This is an optimization exercise on Yosys and OpenROAD, whose aim is small area and a short achievable clock period, not a production implementation. The RTL was checked by simulation tests, not by an equivalence proof against the original design. No driver is modelled on the clock port, so clock power and skew are understated where the tree is cut down; a real chip needs a root buffer or a tree. Power and IR drop assume default switching activity.

==> wip/violet <==
Design signedMultiplier16, start of the top module:
module signedMultiplier16 (
  input  logic             clk,
  input  logic             rstN,
  input  multPkg::operandT opA,
  input  multPkg::operandT opB,
  input  logic             inValid,
  output multPkg::productT product,
  output logic             outValid
);
export LEC_CHECK = 0
export ABC_AREA = 1
export CAP_MARGIN = 20
export CORE_MARGIN = 2
export CORE_UTILIZATION = 65
export PLACE_DENSITY = 0.75
export SLEW_MARGIN = 20
export SYNTH_HIERARCHICAL = 1
export SYNTH_MINIMUM_KEEP_SIZE = 0
create_clock -name core_clock -period 8.8 [get_ports {clk}]
standard.sh (not shown) runs the stock make flow with config.mk's settings and CLKGATE_MAP_FILE= SYNTH_SCRIPT=/design/flow/synth_recipe.tcl, a recipe that flattens the netlist after the stock synthesis.
==> flow/flow/run.sh <==
#!/bin/bash
# standard synthesis and layout, except:
# - the port buffers are the smallest buffer instead of a delay cell,
# - the clock tree is a balanced two-level tree built by flow/clock_tree.tcl
#   (clk port -> 4 root buffers -> one buffer per k-means cluster of flip-flops)
#   in place of TritonCTS.
set -euo pipefail
export FLOW_CLOCK_TREE="12 4 sky130_fd_sc_hd__clkbuf_8 sky130_fd_sc_hd__clkbuf_8"
bash standard.sh SETUP_SLACK_MARGIN=6.2 "BUFFER_PORTS_ARGS=-buffer_cell sky130_fd_sc_hd__buf_1" \
  PRE_CTS_TCL=$PWD/flow/clock_tree.tcl finish > flow_make.log 2>&1
Other scripts of this flow, unchanged in this note and not shown: flow/flow/clock_tree.tcl
==> wip/lagoon (differences from wip/violet) <==
--- a/flow/flow/run.sh
+++ b/flow/flow/run.sh
@@ -7,4 +7,4 @@
 set -euo pipefail
 export FLOW_CLOCK_TREE="12 4 sky130_fd_sc_hd__clkbuf_8 sky130_fd_sc_hd__clkbuf_8"
-bash standard.sh SETUP_SLACK_MARGIN=6.2 "BUFFER_PORTS_ARGS=-buffer_cell sky130_fd_sc_hd__buf_1" \
+bash standard.sh SETUP_SLACK_MARGIN=6.15 "BUFFER_PORTS_ARGS=-buffer_cell sky130_fd_sc_hd__buf_1" \
   PRE_CTS_TCL=$PWD/flow/clock_tree.tcl finish > flow_make.log 2>&1
ABC_AREA = unset   (was 1)
==> results.txt <==
	wip/violet	wip/lagoon
Result of the run	finished clean	finished clean
Launch instance of the worst min-delay path	productMerge_inst.treeValid$_DFF_P_	operandPrep_inst.prepValid$_DFF_P_
Worst reg2reg endpoint	productMerge_inst.cutR[14]$_DFF_P_	productMerge_inst.product[30]$_DFF_P_
Area of combinational cells with multiple inputs	7431 um^2	6445 um^2
Via count of the first global-routing pass	9,506	6,449
Overall global routing resource usage	0.2911	0.2326
Leading cell type by number of instances after synthesis	sky130_fd_sc_hd__nand2_1	sky130_fd_sc_hd__dfxtp_1
R2R Path Start	operandPrep_inst.oneR[1]$_DFF_P_	productMerge_inst.cutR[12]$_DFF_P_
Data arrival at the endpoint of the critical path	2740 ps	2890 ps
Via density per instance	5.357	5.917
Power, Total	0.004021 W	0.004454 W
Post-layout net count	1,854	1,093
Number of standard cells after synthesis	1,749	978
Total nets after synthesis	1,929	1,158
In every run of this note, the design's own scripts or RTL, not TritonCTS, make the clock network.

---

==> job 4427: inputs <==
signedMultiplier16, a different RTL version from the one above (not shown whole).
clock: 8.8 ns
lec_check: 0
cap_margin: 20
core_margin: 2
core_utilization: 65
place_density: 0.75
slew_margin: 20
==> flow/flow/run.sh <==
#!/bin/bash
set -euo pipefail
bash standard.sh SETUP_SLACK_MARGIN=6.2 "BUFFER_PORTS_ARGS=-buffer_cell sky130_fd_sc_hd__buf_1" finish > flow_make.log 2>&1
==> job 3175: changes against job 4427 <==
==> flow/flow/run.sh (replaced) <==
#!/bin/bash
set -euo pipefail
bash standard.sh SETUP_SLACK_MARGIN=6.3 finish > flow_make.log 2>&1
- ABC_CLOCK_PERIOD_IN_PS: default -> 2000
- CORE_UTILIZATION: 65 -> 40
- PLACE_DENSITY: 0.75 -> default
==> job 3810: changes against job 4427 <==
==> flow/flow/run.sh (replaced) <==
#!/bin/bash
# standard synthesis and layout, except:
# - the port buffers are the smallest buffer instead of a delay cell,
# - the clock tree is a balanced two-level tree built by flow/clock_tree.tcl
#   (root buffer, one buffer per k-means cluster of flip-flops) in place of TritonCTS.
set -euo pipefail
export FLOW_CLOCK_TREE="6 sky130_fd_sc_hd__clkbuf_16 sky130_fd_sc_hd__clkbuf_16"
bash standard.sh SETUP_SLACK_MARGIN=6.2 "BUFFER_PORTS_ARGS=-buffer_cell sky130_fd_sc_hd__buf_1" \
  PRE_CTS_TCL=$PWD/flow/clock_tree.tcl finish > flow_make.log 2>&1
==> flow/flow/clock_tree.tcl (new file) <==
# Two-level clock tree: the clock port drives one root buffer, which drives one
# buffer per cluster of flip-flops (clusters by k-means on placement).
proc my_clock_tree {nclusters rootcell leafcell} {
  set block [ord::get_db_block]
  set db [ord::get_db]
  set clknet [$block findNet clk]
  set sinks {}
  foreach it [$clknet getITerms] {
    lappend sinks $it
  }
  set pts {}
  foreach it $sinks {
    set b [[$it getInst] getBBox]
    lappend pts [list [expr {([$b xMin] + [$b xMax]) / 2.0}] [expr {([$b yMin] + [$b yMax]) / 2.0}]]
  }
  set n [llength $pts]
  # k-means, seeded by spreading over sorted x then y
  set cent {}
  set sorted [lsort -real -index 0 $pts]
  for {set k 0} {$k < $nclusters} {incr k} {
    lappend cent [lindex $sorted [expr {int(($k + 0.5) * $n / $nclusters)}]]
  }
  for {set iter 0} {$iter < 50} {incr iter} {
    set assign {}
    foreach p $pts {
      set best 0; set bd 1e30
      for {set k 0} {$k < $nclusters} {incr k} {
        set c [lindex $cent $k]
        set d [expr {abs([lindex $p 0] - [lindex $c 0]) + abs([lindex $p 1] - [lindex $c 1])}]
        if {$d < $bd} { set bd $d; set best $k }
      }
      lappend assign $best
    }
    set newc {}
    for {set k 0} {$k < $nclusters} {incr k} {
      set sx 0; set sy 0; set m 0
      foreach p $pts a $assign {
        if {$a == $k} { set sx [expr {$sx + [lindex $p 0]}]; set sy [expr {$sy + [lindex $p 1]}]; incr m }
      }
      if {$m > 0} { lappend newc [list [expr {$sx / $m}] [expr {$sy / $m}]] } else { lappend newc [lindex $cent $k] }
    }
    set cent $newc
  }
  set rmaster [$db findMaster $rootcell]
  set lmaster [$db findMaster $leafcell]
  # root buffer at the centre of the leaf buffers
  set rx 0; set ry 0
  foreach c $cent { set rx [expr {$rx + [lindex $c 0]}]; set ry [expr {$ry + [lindex $c 1]}] }
  set rx [expr {int($rx / $nclusters)}]; set ry [expr {int($ry / $nclusters)}]
  set root [odb::dbInst_create $block $rmaster "clkbuf_root"]
  $root setLocation $rx $ry
  $root setPlacementStatus PLACED
  set rootnet [odb::dbNet_create $block "clknet_root"]
  $rootnet setSigType CLOCK
  foreach it $sinks { $it disconnect }
  [$root findITerm A] connect $clknet
  [$root findITerm X] connect $rootnet
  for {set k 0} {$k < $nclusters} {incr k} {
    set c [lindex $cent $k]
    set leaf [odb::dbInst_create $block $lmaster "clkbuf_leaf_$k"]
    $leaf setLocation [expr {int([lindex $c 0])}] [expr {int([lindex $c 1])}]
    $leaf setPlacementStatus PLACED
    set net [odb::dbNet_create $block "clknet_leaf_$k"]
    $net setSigType CLOCK
    [$leaf findITerm A] connect $rootnet
    [$leaf findITerm X] connect $net
    foreach it $sinks a $assign {
      if {$a == $k} { $it connect $net }
    }
  }
}

# Used as ORFS's PRE_CTS_TCL hook: build the tree here, and leave the CTS step's
# clock_tree_synthesis call nothing to do.
if {[info exists ::env(FLOW_CLOCK_TREE)]} {
  my_clock_tree {*}$::env(FLOW_CLOCK_TREE)
  set_propagated_clock [all_clocks]
  proc clock_tree_synthesis {args} { puts "clock tree built by flow/clock_tree.tcl" }
}
==> comparison <==
Between job 4427 and job 3175, the lower die area is in job 4427 (gap about 38%, measured against job 3175). Setup slack: job 3810 < job 4427 < job 3175. Combinational power, highest first: job 3175, job 4427, job 3810. Wire length, highest first: job 4427, job 3175, job 3810. Against job 3810, the design area of job 4427 is larger by 4.8%. The lowest power belongs to job 3810, the highest to job 3175. Synthesized cell count is the same in job 3175 and job 4427. Clock power, lowest first: job 3810, job 3175, job 4427. In job 3810 the critical path depth is lower than in job 4427, by 1. Non-clock buffer count: job 4427 is lower than job 3175 (4).
==> figures <==
| quantity | job 3175 | job 3810 | job 4427 |
|---|---|---|---|
| Result of the run | no timing/DRC/antenna violations | no timing/DRC/antenna violations | no timing/DRC/antenna violations |
| Count of TritonRoute iterations in the first routing pass | 6 | 5 | 6 |
| Clock tree sinks | 149 | - | 149 |
| M1 WL | 11200 um | 9890 um | 10200 um |
| Horiz. Die Dim | 159 um | 126 um | 126 um |
| Number of buffers added for setup after CTS | 3 | 4 | 2 |
| Combined area of the multi-input logic cells | 6300 sq um | 6200 sq um | 6230 sq um |
| Proportion of power drawn by the clock network | 13.4% | 7.4% | 13.9% |
| Number of DRC markers in iteration 0 | 753 | 578 | 744 |
| Areal power density over the cells | 451 nW/um^2 | 442 nW/um^2 | 465 nW/um^2 |
| Reported leakage power | 0.00455 uW | 0.00419 uW | 0.00442 uW |
| Number of nets in the finished design | 1141 | 1126 | 1137 |
| Power drawn by the combinational cells | 3310 uW | 3110 uW | 3210 uW |
| CTS Buf Count | 17 | - | 17 |
| CTS tree | built | - | built |
| Startpoint of the most critical register-to-register path | productMerge_inst.cutR[2] | productMerge_inst.cutR[2] | productMerge_inst.cutR[3] |
| Maximum number of pins on one net before global-route repair | 19 | 36 | 19 |
| Average routed wire per standard cell | 17.3 um | 19.5 um | 19.5 um |
| Count of placed standard cells in the final layout, fillers left out | 1298 | 1134 | 1160 |
| Fraction of power consumed by combinational cells | 64.5% | 67.9% | 63.6% |
| CP startpoint | productMerge_inst.cutR[2] | productMerge_inst.cutR[2] | productMerge_inst.cutR[3] |
| Util after Layout | 48.4% | 71.4% | 74.9% |
In job 3810 the design's own scripts or RTL, not TritonCTS, make the clock network.

==> separate check: timing with driven ports <==
In the flow no input, the clock included, has a driving cell. The finished layouts below were timed again as built, in two steps.
Step 1 (the two cells are an assumption about what drives the block):
set clk [get_ports {clk}]
set_driving_cell -lib_cell sky130_fd_sc_hd__clkbuf_16 $clk
set_driving_cell -lib_cell sky130_fd_sc_hd__buf_2 [delete_from_list [all_inputs] $clk]
Step 2 moves the port delays by t, midway between the first and last clock arrival at a register: inputs arrive t later, outputs are due t later. That takes back most of the time a late clock gives input paths.
Three values: ideal ports, drivers, drivers and shift; two values: the first two.
| run | t (ns) | setup WS [ns] | pins driven straight from the clock port |
|---|---|---|---|
| wip/violet | 0.376 | 6.235 / 6.175 / 6.235 | 4 |
| wip/lagoon | 0.352 | 6.149 / 6.149 / 6.149 | 4 |
| job 4427 | 0.457 | 6.083 / 6.083 / 6.083 | 1 |
| job 3175 | 0.456 | 6.168 / 6.143 / 6.121 | 1 |
| job 3810 | 0.400 | 6.079 / 6.079 / 6.079 | 1 |
After both steps every run listed still meets setup and hold. The setup slack of job 3175, which loses most, moves by -0.025 ns with the drivers and by -0.047 ns with both steps.
